Source: an optimization exercise on an open RTL-to-GDS flow (aim: small area and a short achievable clock period). Production flows keep margins and buffers that such runs may drop. In this exercise RTL edits were held to simulation tests only and were not proved equivalent to the original. Power is estimated from default activity; no workload was simulated.

Setup of lane 1:
## port_sgdma
module port_sgdma #(
    parameter port_dma_pkg::port_t P_PORT = 4'd3
) (
    input  logic                i_clk,
    input  logic                i_rst_n,
    input  logic                i_locked,
    input  port_dma_pkg::data_t i_dat,
    input  logic                i_empty,
    output logic                o_rd_en,
    output port_dma_pkg::desc_t o_cb_din,
    output logic                o_cb_wr_en,
    input  logic                i_cb_full,
    output logic                o_mmu_wr_req,
    output port_dma_pkg::port_t o_sram_sel,
    output logic                o_mmu_wr_en,
    output port_dma_pkg::addr_t o_mmu_wr_addr,
    output port_dma_pkg::data_t o_mmu_wr_dat,
    output logic                o_mmu_wr_done,
    input  logic                i_mmu_wr_ready,
    input  logic                i_mmu_malloc_done,
    input  logic                i_fp_wr_en,
    input  port_dma_pkg::addr_t i_fp_wr_dat,
    output logic                o_aply_req,
    output port_dma_pkg::cnt_t  o_length
);
Size: ~8800 cells after synthesis, about 170000 um2 of cells after synthesis.
clock: 5.0 ns
lec_check: 0
cap_margin: 20
core_margin: 2
core_utilization: 55
cts_cluster_diameter: 80
cts_cluster_size: 25
setup_slack_margin: 2.8
slew_margin: 20
tns_end_percent: 5
standard.sh (not shown) runs the stock make flow with config.mk's settings and CLKGATE_MAP_FILE= SYNTH_SCRIPT=/design/flow/synth_recipe.tcl, a recipe that flattens the netlist after the stock synthesis.
==> flow/flow/run.sh <==
#!/bin/bash
# Standard layout, with plain buf_4 cells as the port buffers that
# buffer_ports places on every input and output.
# Each tool's output is in orfs/logs; make's output is in standard.log.
export BUFFER_PORTS_ARGS="-buffer_cell sky130_fd_sc_hd__buf_4"
bash standard.sh > standard.log 2>&1
> inputs changed (lane 1 -> lane 2)
-- flow/design.v --
<<< lane 1, line 107
            filling <= 1'b1;
        end else if (filling && i_locked
                     && (wr_q ? (wr_slot_q == PTR_W'(port_dma_pkg::FP_INIT_ENTRIES - 2))
                              : (wr_slot_q == PTR_W'(port_dma_pkg::FP_INIT_ENTRIES - 1)))) begin
            filling <= 1'b0;
        end
>>> lane 2, line 107
            filling <= 1'b1;
        end else if (filling && i_locked
                     && (wr_ptr == PTR_W'(port_dma_pkg::FP_INIT_ENTRIES - 1))) begin
            filling <= 1'b0;
        end
<<< lane 1, line 130
    logic [NWH-1:0] wq_hi;
    logic [NWL-1:0] wq_lo;
    always_ff @(posedge i_clk or negedge i_rst_n) begin
        if (!i_rst_n) begin
            wq_hi <= '0;
        end else begin
            for (int k = 0; k < NWH; k++) begin
                wq_hi[k] <= push && (wr_ptr[PTR_W-1:WL_W] == WH_W'(k));
            end
        end
    end
    always_ff @(posedge i_clk) begin
        for (int k = 0; k < NWL; k++) begin
            wq_lo[k] <= (wr_ptr[WL_W-1:0] == WL_W'(k));
        end
    end
>>> lane 2, line 129
    logic [NWH-1:0] wq_hi;
    logic [NWL-1:0] wq_lo;
    always_comb begin
        for (int k = 0; k < NWH; k++) begin
            wq_hi[k] = wr_q && (wr_slot_q[PTR_W-1:WL_W] == WH_W'(k));
        end
        for (int k = 0; k < NWL; k++) begin
            wq_lo[k] = (wr_slot_q[WL_W-1:0] == WL_W'(k));
        end
    end
<<< lane 1, line 154
        assign term[i] = q & {AW{(i % NBANK == 0) ? rs0[i/NBANK] : rs[i/NBANK]}};
    end
    localparam int NPART = 4;
    logic [NBANK-1:0][NPART-1:0][AW-1:0] bank_out;
    logic [NBANK-1:0][NPART-1:0][AW-1:0] bank_q;
    always_comb begin
        for (int bk = 0; bk < NBANK; bk++) begin
            for (int pt = 0; pt < NPART; pt++) begin
                bank_out[bk][pt] = '0;
                for (int r = pt * ROWS / NPART; r < (pt + 1) * ROWS / NPART; r++) begin
                    bank_out[bk][pt] = bank_out[bk][pt] | term[r*NBANK+bk];
                end
            end
        end
    end
    logic [NBANK-1:0][AW-1:0] bank_rd;
    always_comb begin
        for (int bk = 0; bk < NBANK; bk++) begin
            bank_rd[bk] = '0;
            for (int pt = 0; pt < NPART; pt++) begin
                bank_rd[bk] = bank_rd[bk] | bank_q[bk][pt];
            end
        end
>>> lane 2, line 147
        assign term[i] = q & {AW{(i % NBANK == 0) ? rs0[i/NBANK] : rs[i/NBANK]}};
    end
    logic [NBANK-1:0][1:0][AW-1:0] bank_out;
    always_comb begin
        for (int bk = 0; bk < NBANK; bk++) begin
            for (int hf = 0; hf < 2; hf++) begin
                bank_out[bk][hf] = '0;
                for (int r = hf * ROWS / 2; r < (hf + 1) * ROWS / 2; r++) begin
                    bank_out[bk][hf] = bank_out[bk][hf] | term[r*NBANK+bk];
                end
            end
        end
<<< lane 1, line 178
    logic wr_near;
    assign wr_near = pull ? near1 : near0;
    logic [AW-1:0]            push_qq;
    logic                     byp_q;
>>> lane 2, line 160
    logic wr_near;
    assign wr_near = pull ? near1 : near0;
    logic [NBANK-1:0][1:0][AW-1:0] bank_q;
    logic [AW-1:0]            push_qq;
    logic                     byp_q;
<<< lane 1, line 197
                hd[bk] <= push_dat;
            end else if (popb) begin
                hd[bk] <= byp_q ? push_q : (byp2_q ? push_qq : bank_rd[bk]);
            end
        end
>>> lane 2, line 180
                hd[bk] <= push_dat;
            end else if (popb) begin
                hd[bk] <= byp_q ? push_q : (byp2_q ? push_qq : (bank_q[bk][0] | bank_q[bk][1]));
            end
        end
### Flow results
Every run (lane 1 and lane 2) finished clean. Compared lane 2 vs lane 1, and shortest period the worst path allows is down in lane 2. The async set-reset flop share out of synthesis reported for lane 2 is smaller than that of lane 1 by 0.20 points. Cell at the slowest stage of the critical path: or4_1 -> lane 2, dfrtp_2 -> lane 1. Relative to lane 1, the total power measured on lane 2 has decreased by a few percent. Comparing lane 1 and lane 2, the higher count of cells along the worst register-to-register path was measured on lane 2. Between lane 2 and lane 1, the fraction of synthesized cell area in xor and xnor cells figures differ only marginally. Cmp lane 1 and lane 2 / layout overhead on the synthesized area / higher: lane 2. Comparing lane 1 and lane 2, the higher post-route standard cell area excluding fillers is on lane 2. Setup slack: lane 2 more than lane 1. | fraction of power consumed by combinational cells | higher: lane 2 |.

static timing again, ports no longer ideal:
How much do the figures lean on ideal ports? The routed layouts below were timed once more, with nothing changed but the port constraints. Step 1 sets driving cells, clkbuf_16 on the clock port and buf_2 on the other inputs (assumed; they add their load-dependent delay and slew). Step 2 also shifts input and output timing later by t, the mid clock arrival at the registers, as if the neighbouring blocks saw the same clock. Slacks: no drivers / after step 1 / after step 2; pairs: no drivers / after step 1.
run | shift t [ns] | setup WS [ns] | hold WS [ns] | worst setup path after step 2
lane 1 | 1.048 | 2.307 / 2.209 / 1.752 | 0.044 / 0.067 / 0.394 | input to register
lane 2 | 1.038 | 2.353 / 2.348 / 1.707 | 0.087 / 0.041 / 0.393 | input to register
After both steps setup and hold are still met in every run listed. For lane 2, which loses most, drivers alone change the setup slack by -0.005 ns; drivers and shift together by -0.646 ns.
